Context: an optimization exercise on an open-source flow, tuned for small area, a short achievable clock period and few clock cycles per item. The choices shown serve that exercise and are no tape-out recipe. The RTL was checked by simulation tests, not by an equivalence proof against the original design.

## flow/config.mk

```make
export PLATFORM = sky130hd
export DESIGN_NAME = mc_alu
export DESIGN_NICKNAME = mc_alu
export VERILOG_FILES = /design/flow/design.v
export SDC_FILE = /design/flow/constraint.sdc
export NUM_CORES = 4
export LEC_CHECK = 0
export CAP_MARGIN = 20
export CORE_MARGIN = 2
export CORE_UTILIZATION = 40
export SLEW_MARGIN = 20
```

## flow/constraint.sdc

```tcl
create_clock -name core_clock -period 6.0 [get_ports {clk}]
set_input_delay 1.2000 -clock core_clock [delete_from_list [all_inputs] [get_ports {clk}]]
set_output_delay 1.2000 -clock core_clock [all_outputs]
set_load 0.01 [all_outputs]
```

## flow/design.v

```verilog
module mc_alu #(
    parameter int unsigned WIDTH = 64,
    parameter int unsigned CNT_W = $clog2(WIDTH + 1)
) (
    input  logic             clk,
    input  logic             rst,
    input  logic             in_valid,
    output logic             in_ready,
    input  logic [3:0]       ctl,
    input  logic [WIDTH-1:0] a,
    input  logic [WIDTH-1:0] b,
    output logic             out_valid,
    input  logic             out_ready,
    output logic [WIDTH-1:0] out,
    output logic             zero,
    output logic             carry,
    output logic             dz
);
    localparam int DW = 70;    
    function automatic logic [6:0] lzc64(input logic [63:0] v);
        logic [63:0] c1;    
        logic [47:0] c2;    
        logic [31:0] c3;    
        logic [19:0] c4;    
        logic [11:0] c5;    
        logic [31:0] z1;
        logic [15:0] z2;
        logic [7:0]  z3;
        logic [3:0]  z4;
        logic [1:0]  z5;
        for (int i = 0; i < 32; i++) begin
            z1[i] = ~(v[2*i+1] | v[2*i]);
            c1[2*i +: 2] = v[2*i+1] ? 2'd0 : (v[2*i] ? 2'd1 : 2'd2);
        end
        for (int i = 0; i < 16; i++) begin
            z2[i] = z1[2*i+1] & z1[2*i];
            c2[3*i +: 3] = z1[2*i+1] ? {1'b0, c1[2*(2*i) +: 2]} + 3'd2 : {1'b0, c1[2*(2*i+1) +: 2]};
        end
        for (int i = 0; i < 8; i++) begin
            z3[i] = z2[2*i+1] & z2[2*i];
            c3[4*i +: 4] = z2[2*i+1] ? {1'b0, c2[3*(2*i) +: 3]} + 4'd4 : {1'b0, c2[3*(2*i+1) +: 3]};
        end
        for (int i = 0; i < 4; i++) begin
            z4[i] = z3[2*i+1] & z3[2*i];
            c4[5*i +: 5] = z3[2*i+1] ? {1'b0, c3[4*(2*i) +: 4]} + 5'd8 : {1'b0, c3[4*(2*i+1) +: 4]};
        end
        for (int i = 0; i < 2; i++) begin
            z5[i] = z4[2*i+1] & z4[2*i];
            c5[6*i +: 6] = z4[2*i+1] ? {1'b0, c4[5*(2*i) +: 5]} + 6'd16 : {1'b0, c4[5*(2*i+1) +: 5]};
        end
        lzc64 = z5[1] ? {1'b0, c5[5:0]} + 7'd32 : {1'b0, c5[11:6]};
    endfunction
    logic             s2_valid;    
    logic             ov_q;        
    logic             first;       
    logic [6:0]       cnt;
    logic             o_add, o_sub, o_mul, o_div, o_rem, o_log, o_shl, o_shr, o_dz;
    logic [3:0]       tt;          
    logic [63:0]      X, Y, L, H;
    logic             carry_q, dz_q;
    logic [3:0]  op;
    logic        b_zero, b_big;
    logic [2:0]  nch_a, nch_b;
    logic        mswap;
    logic [63:0] mplier, malign;
    logic [6:0]  lza, lzb, s_div;
    always_comb begin
        op = ctl;
        if (ctl == 4'd0 || ctl > 4'd11) op = 4'd1;
    end
    function automatic logic [2:0] nchunks(input logic [63:0] v);
        if (|v[63:48])      nchunks = 3'd4;
        else if (|v[47:32]) nchunks = 3'd3;
        else if (|v[31:16]) nchunks = 3'd2;
        else                nchunks = 3'd1;
    endfunction
    always_comb begin
        b_zero = (b == '0);
        b_big  = |b[63:6];
        nch_a  = nchunks(a);
        nch_b  = nchunks(b);
        mswap  = (nch_b < nch_a);             
        mplier = mswap ? b : a;
        case (mswap ? nch_b : nch_a)
            3'd1:    malign = {mplier[15:0], 48'd0};
            3'd2:    malign = {mplier[31:0], 32'd0};
            3'd3:    malign = {mplier[47:0], 16'd0};
            default: malign = mplier;
        endcase
        lza   = lzc64(a);
        lzb   = lzc64(b);
        s_div = (lzb >= lza) ? (lzb - lza + 7'd1) : 7'd0;
    end
    logic        L_free, step, last, done, accept;
    logic        one1, two1, neg1, one0, two0, neg0;
    logic        m_one1, m_two1, m_neg1, m_one0, m_two0, m_neg0;
    logic [DW-1:0] xe, pph, ppl, in1, cs_s, cs_c, T;
    logic [63:0] msrc;
    logic [64:0] rsh;
    logic        ge, ovf;
    logic [63:0] H_next;
    always_comb begin
        m_one1 = Y[62] ^ Y[61];
        m_two1 = (Y[63] & ~Y[62] & ~Y[61]) | (~Y[63] & Y[62] & Y[61]);
        m_neg1 = Y[63] & ~(Y[62] & Y[61]);
        m_one0 = Y[60] ^ Y[59];
        m_two0 = (Y[61] & ~Y[60] & ~Y[59]) | (~Y[61] & Y[60] & Y[59]);
        m_neg0 = Y[61] & ~(Y[60] & Y[59]);
        if (o_mul) begin
            one1 = m_one1; two1 = m_two1; neg1 = m_neg1;
            one0 = m_one0; two0 = m_two0; neg0 = m_neg0;
        end else begin
            one1 = 1'b0; two1 = 1'b0; neg1 = 1'b0;
            one0 = 1'b1; two0 = 1'b0; neg0 = o_sub | o_div;
        end
        xe  = {{(DW-64){1'b0}}, X};
        pph = (({DW{one1}} & xe) | ({DW{two1}} & {xe[DW-2:0], 1'b0})) ^ {DW{neg1}};
        pph = {pph[DW-3:0], 2'b00};
        ppl = (({DW{one0}} & xe) | ({DW{two0}} & {xe[DW-2:0], 1'b0})) ^ {DW{neg0}};
        msrc = first ? (X & {64{Y[63]}}) : L;
        rsh  = {H, L[63]};
        if (o_mul)      in1 = {2'b00, msrc, 1'b0, neg1, 2'b00};
        else if (o_div) in1 = {5'd0, rsh};
        else            in1 = {6'd0, Y};
        cs_s = in1 ^ pph ^ ppl;
        cs_c = {((in1 & pph) | (in1 & ppl) | (pph & ppl)), neg0};
        cs_c = cs_c[DW-1:0];
        T    = cs_s + cs_c;
        ge     = ~T[DW-1];
        ovf    = |T[DW-1:64];
        H_next = ge ? T[63:0] : rsh[63:0];
    end
    logic [6:0]  m_amt, t_amt;
    logic [5:0]  r_amt;
    logic [63:0] rot, msk, rot_lo, rot_hi, lres, res1;
    always_comb begin
        m_amt = o_div ? cnt : {1'b0, X[5:0]};
        r_amt = o_shl ? (6'd0 - X[5:0]) : m_amt[5:0];
        t_amt = o_shl ? {1'b0, X[5:0]} : (7'd64 - m_amt);
        rot   = (Y >> r_amt) | (Y << (7'd64 - {1'b0, r_amt}));
        for (int i = 0; i < 64; i++) msk[i] = (7'(i) < t_amt);
        rot_lo = rot & msk;
        rot_hi = rot & ~msk;
        for (int i = 0; i < 64; i++) lres[i] = tt[{X[i], Y[i]}];
        if (o_add)      res1 = T[63:0];
        else if (o_shl) res1 = rot_hi;
        else if (o_shr) res1 = rot_lo;
        else            res1 = lres;
    end
    always_comb begin
        if (o_mul)      last = (cnt == 7'd1);
        else if (o_div) last = first ? (cnt == 7'd0) : (cnt == 7'd1);
        else            last = 1'b1;
        L_free   = ~ov_q | out_ready;
        step     = s2_valid & L_free;
        done     = step & last;
        in_ready = ~s2_valid | done;
        accept   = in_valid & in_ready;
    end
    always_ff @(posedge clk or posedge rst) begin
        if (rst) begin
            s2_valid <= 1'b0;
            ov_q     <= 1'b0;
        end else begin
            s2_valid <= accept | (s2_valid & ~done);
            ov_q     <= done | (ov_q & ~out_ready);
        end
    end
    always_ff @(posedge clk) begin
        if (accept) begin
            o_add <= (op == 4'd1) || (op == 4'd2);
            o_sub <= (op == 4'd2);
            o_mul <= (op == 4'd3);
            o_div <= (op == 4'd6 || op == 4'd11) && !b_zero;
            o_rem <= (op == 4'd11);
            o_shl <= (op == 4'd4) && !b_big;
            o_shr <= (op == 4'd5) && !b_big;
            o_dz  <= (op == 4'd6 || op == 4'd11) && b_zero;
            case (op)
                4'd6:    tt <= 4'b1111;    
                4'd7:    tt <= 4'b0101;    
                4'd8:    tt <= 4'b1000;    
                4'd9:    tt <= 4'b1110;    
                4'd10:   tt <= 4'b0110;    
                4'd11:   tt <= 4'b1010;    
                default: tt <= 4'b0000;    
            endcase
            first <= 1'b1;
            if (op == 4'd3) begin
                X   <= mswap ? a : b;
                Y   <= malign;
                cnt <= {2'b00, (mswap ? nch_b : nch_a), 2'b00};
            end else begin
                X   <= b;
                Y   <= a;
                cnt <= s_div;
            end
        end else if (step) begin
            first <= 1'b0;
            if (o_mul) begin
                Y   <= {Y[59:0], 4'd0};
                cnt <= cnt - 7'd1;
            end else if (o_div && !first) begin
                cnt <= cnt - 7'd1;
            end
        end
    end
    always_ff @(posedge clk) begin
        if (step) begin
            if (o_mul) begin
                L       <= T[63:0];
                carry_q <= (carry_q & ~first) | ovf;
                dz_q    <= 1'b0;
            end else if (o_div) begin
                carry_q <= 1'b0;
                dz_q    <= 1'b0;
                if (first) begin
                    H <= rot_lo;
                    L <= (o_rem && cnt == 7'd0) ? rot_lo : rot_hi;
                end else begin
                    H <= H_next;
                    L <= (o_rem && cnt == 7'd1) ? H_next : {L[62:0], ge};
                end
            end else begin
                L       <= res1;
                carry_q <= o_add & T[64];
                dz_q    <= o_dz;
            end
        end
    end
    assign out_valid = ov_q;
    assign out       = L;
    assign zero      = (L == '0);
    assign carry     = carry_q;
    assign dz        = dz_q;
endmodule
```

## flow/run.sh

```bash
#!/bin/bash
# synth_recipe.tcl (not shown) runs the flow's synth.tcl, then flattens the netlist and writes it again
# the make line also repeats each setting of config.mk as NAME=value (left out here)
make -C /OpenROAD-flow-scripts/flow DESIGN_CONFIG=/design/flow/config.mk WORK_HOME=/design/flow/orfs CLKGATE_MAP_FILE= SYNTH_SCRIPT=/design/flow/synth_recipe.tcl finish
```

==> summary.txt <==
final timing paths:
kind,cells after the start,start,to
max reg2reg,16,o_div,H[50]
max in group asynchronous,2,rst,ov_q
min in group asynchronous,2,rst,s2_valid
min reg2reg,2,ov_q,ov_q
max,16,o_div,H[50]
min,2,ov_q,ov_q
routing by layer:
layer	vias to the layer above	track usage (%)	routed length, um
met1	22400	58.1	93300
met2	3621	66.5	101000
met4	4	23.5	16300
met3	733	20.1	36800
met5	-	0.926	141
li1	19200	-	-
per-stage QoR:
stage	setup TNS (ns)	cell area, um2	utilization, %
after global routing	-0.00234	48300	48.2
after detailed placement	0	47100	46.9
after global placement	0	47000	46.9
after floorplan	0	40600	-
final	0	48300	48.2
after CTS	0	48200	48.1
placed cells by master, fill, tap and decap left out, drive strengths merged, types with 16 or more instances in the layout:
master	instances
nand2	512
and2	23
nand3	104
o211ai	56
xnor2	171
clkinv	19
a22oi	158
mux2	113
clkbuf	42
nor2	381
nand2b	26
nand4	29
o21a	29
o21ai	306
fa	71
nor4	43
inv	194
xor2	48
and3	45
a211o	24
o31ai	28
a211oi	51
nor2b	16
clkdlybuf4s50	204
nor3	94
o221ai	46
a222oi	44
ha	100
a311oi	18
a221oi	80
a31oi	56
mux2i	396
mux4	122
edfxtp	277
o22ai	66
a21o	103
buf	566
a21oi	365
worst min-delay path: stages, from the launching register on:
cell and delay (ns):
sky130_fd_sc_hd__dfrtp_1 0.36, sky130_fd_sc_hd__nand2b_1 0.08, sky130_fd_sc_hd__nand2_1 0.06
kinds of logic (layout without fill, tap and decap cells):
group,count (synthesis),count (layout),share of synthesized area [%]
other,0,7,0
buffers and inverters,650,1030,6.79
AND/OR/NAND/NOR,1331,1331,14.7
flip-flops,280,280,20.7
XOR/XNOR,219,219,4.87
AO/OA/AOI/OAI,1592,1592,26.7
adder cells (fa/ha/maj),171,171,6.59
multiplexers,631,631,19.7
state kept, by name, summed over array words and instances, names as in the netlist:
signal and cells:
cnt 7, o_mul 1, o_div 1, dz_q 1, L 64, o_shl 1, carry_q 1, o_dz 1
o_rem 1, H 64, o_add 1, tt 4, s2_valid 1, o_sub 1, X 64, ov_q 1
first 1, o_shr 1, Y 64
what timing repair did:
action,CTS,global route
buffers inserted,0,2
setup endpoints to repair,0,107
resized for setup,0,20
final cells by class:
class | count | area (um2)
Inverter | 196 | 747
Timing Repair Buffer | 771 | 6680
Sequential cell | 280 | 8390
Antenna cell | 7 | 17.5
Clock inverter | 22 | 239
Clock buffer | 41 | 898
Multi-Input combinational cell | 3944 | 29700
Fill cell | 9887 | 52000
Tap cell | 1357 | 1700
==> summary.txt <==
The endpoint arrival time on the critical path came out at 6.12 ns. The maximum buffer depth of the clock tree came out at 3. The top-level I/O count came out at 205. The netlist area before placement is 40,500 um2.

The clock net in this run drives a total of 280 sinks. The final weighted congestion of routability-driven global placement is 1.09. STA classifies the critical path endpoint as a flip-flop. In the routed design, unresolved DRC markers number 0. The total routing usage reported by global routing came out at 46.1%. Derived from the worst setup path, the maximum achievable clock frequency is 0.172 GHz.

The fraction of layout instances using a drive strength above 1 came out at 18.1%. The worst-case clock skew came out at 0.0404 ns. Final hold analysis gives a worst-case slack of 0.528 ns. The measured slew at the worst slew-check pin is 1.22 ns.

The area growth from synthesis to layout is 19.2%. The post-cts hold buffer count is 0. Timing analysis after detailed placement gives a worst setup slack of 0.0218 ns. The number of nets in the synthesized netlist came out at 5,181. The clock reaches the later pin of the worst-skew pair after 0.60 ns. The number of nets with antenna violations after routing came out at 0. The number of max-slew violations in the final report was 0. The part of the Yosys area used for sequential elements is 20.7%. The effective utilization at floorplan is 40.4%. The die covers 104,000 um2. The number of enable-type register cells in the synthesized netlist is 277. The most common cell in the synthesized netlist is sky130_fd_sc_hd__nand2_1.

The number of placed instances, taps included, is 6,545. The critical path contains buffers and inverters numbering 4 combined. The worst setup path is launched from a flip-flop.

The TritonCTS clock tree is built. Among all stages on the critical path, the largest delay is contributed by sky130_fd_sc_hd__nor2_4. The detailed-route via count is 46,000.

Dividing the final minimum period by the clock period gives 96.7%. The number of warning messages in the yosys log came out at 1. The largest incremental delay on the critical path is 0.67 ns. The clock slew at the register clock pins of the worst setup and hold paths is 0.06 ns. The detailed-routing iteration count for the pre-antenna-repair pass is 7. The height of the die came out at 322 um.

The number of maximum-capacitance violations is 0. The remaining global-route overflow is 0. CTS placed an instance of sky130_fd_sc_hd__clkbuf_16 at the clock tree root.

The biggest area consumer among synthesized cells is sky130_fd_sc_hd__edfxtp_1. The horizontal die dimension is 322 um. The class of the tightest hold or removal check is flip-flop to flip-flop.

The headroom to the max-slew limit is 17.7%. The via count of the first global-routing pass came to 43,000. The synthesized instance count came out at 4,874. In this run, distinct cell masters in the synthesized netlist total 112. Ranked by instance count, the synthesized netlist is headed by sky130_fd_sc_hd__nand2_1 (512), sky130_fd_sc_hd__mux2i_1 (396), sky130_fd_sc_hd__nor2_1 (375), sky130_fd_sc_hd__a21oi_1 (361), sky130_fd_sc_hd__clkbuf_1 (303). Leaving out filler cells and counting taps, the final layout contains 6,618. The routed wirelength normalized by instance count came out at 37.4 um. TritonCTS created 35 clock buffers.

The via density per instance is 6.94. Traced cell by cell, the critical path runs through clkbuf_16 -> nand2b_1 -> a21o_4 -> inv_4 -> ha_1 -> nor3_2 -> nor2_4 -> buf_4 -> mux4_2 -> a211oi_1 -> a21oi_1 -> nand2_1 -> o21ai_0 -> a221oi_1 -> buf_4 -> o22ai_1. The number of H-tree levels came out at 2.

Among all flip-flop cells after synthesis, the most frequent one is sky130_fd_sc_hd__edfxtp_1. The synthesized design contains 280 register bits. Counting stages on the worst path, the most repeated cell is sky130_fd_sc_hd__buf_4. Setup violations remaining at the end of the flow were counted as 0. Buffers placed on the I/O ports in this run total 204.

Entering global routing, the biggest net connects 81 pins. The placeable core area is 100,000 um2. The number of antenna violations at the first check in global routing is 17. The number of design-rule violations left by the first detailed-router iteration came out at 7,702. The number of hold-slack violations in the final timing report is 0.

The post-layout worst setup margin came out at 0.197 ns. The flow ran to the end and the layout has no timing, DRC or antenna violations. The highest net fanout along the worst path came out at 40. The number of nets in the layout is 5,535. Yosys attributes the largest share of cell area to sky130_fd_sc_hd__edfxtp_1 (21%), sky130_fd_sc_hd__mux2i_1 (9.8%), sky130_fd_sc_hd__mux4_2 (6.8%). The classification of the worst setup path is flip-flop to flip-flop.

The slack of the worst reg-to-reg path is 0.20 ns. The synthesized design devotes to its leading area cell type 20.5% of total area. The first global-routing pass estimated 338 mm of wire. The final critical path time including I/O delays and setup is 5.80 ns.

A synthesized cell averages 8.32 um2. The floorplan has 116 rows. The proportion of synthesized flip-flops having asynchronous set or reset came out at 0.714%. For the worst setup path, the data required time is 6.32 ns. After legalization and detailed placement, the total HPWL measured 198 mm. In this design, the largest share of critical-path delay is due to compound AO/OA/AOI/OAI gates. The final wirelength is 247 mm.
Testbench counts, summed over its fixed seeds: cycles 17,447, items 3,200.

[separate check: timing with driven ports]
Ports are ideal in the flow. The routed layout listed here was re-timed in OpenROAD.
Step 1 (the two cells are an assumption about what drives the block):
set clk [get_ports {clk}]
set_driving_cell -lib_cell sky130_fd_sc_hd__clkbuf_16 $clk
set_driving_cell -lib_cell sky130_fd_sc_hd__buf_2 [delete_from_list [all_inputs] $clk]
Step 2 moves the port delays by t, midway between the first and last clock arrival at a register: inputs arrive t later, outputs are due t later. That takes back most of the time a late clock gives input paths.
Slacks: ideal ports / drivers / drivers and shift; pairs: ideal ports / drivers.
t (ns): 0.653
setup slack, ns: 0.197 / 0.197 / 0.083
clock arrival spread, ns: 0.040 / 0.040
cell pins on the clock port's net: 1
After both steps this run still meets setup and hold. For this run, drivers alone change the setup slack by 0.000 ns; drivers and shift together by -0.114 ns.
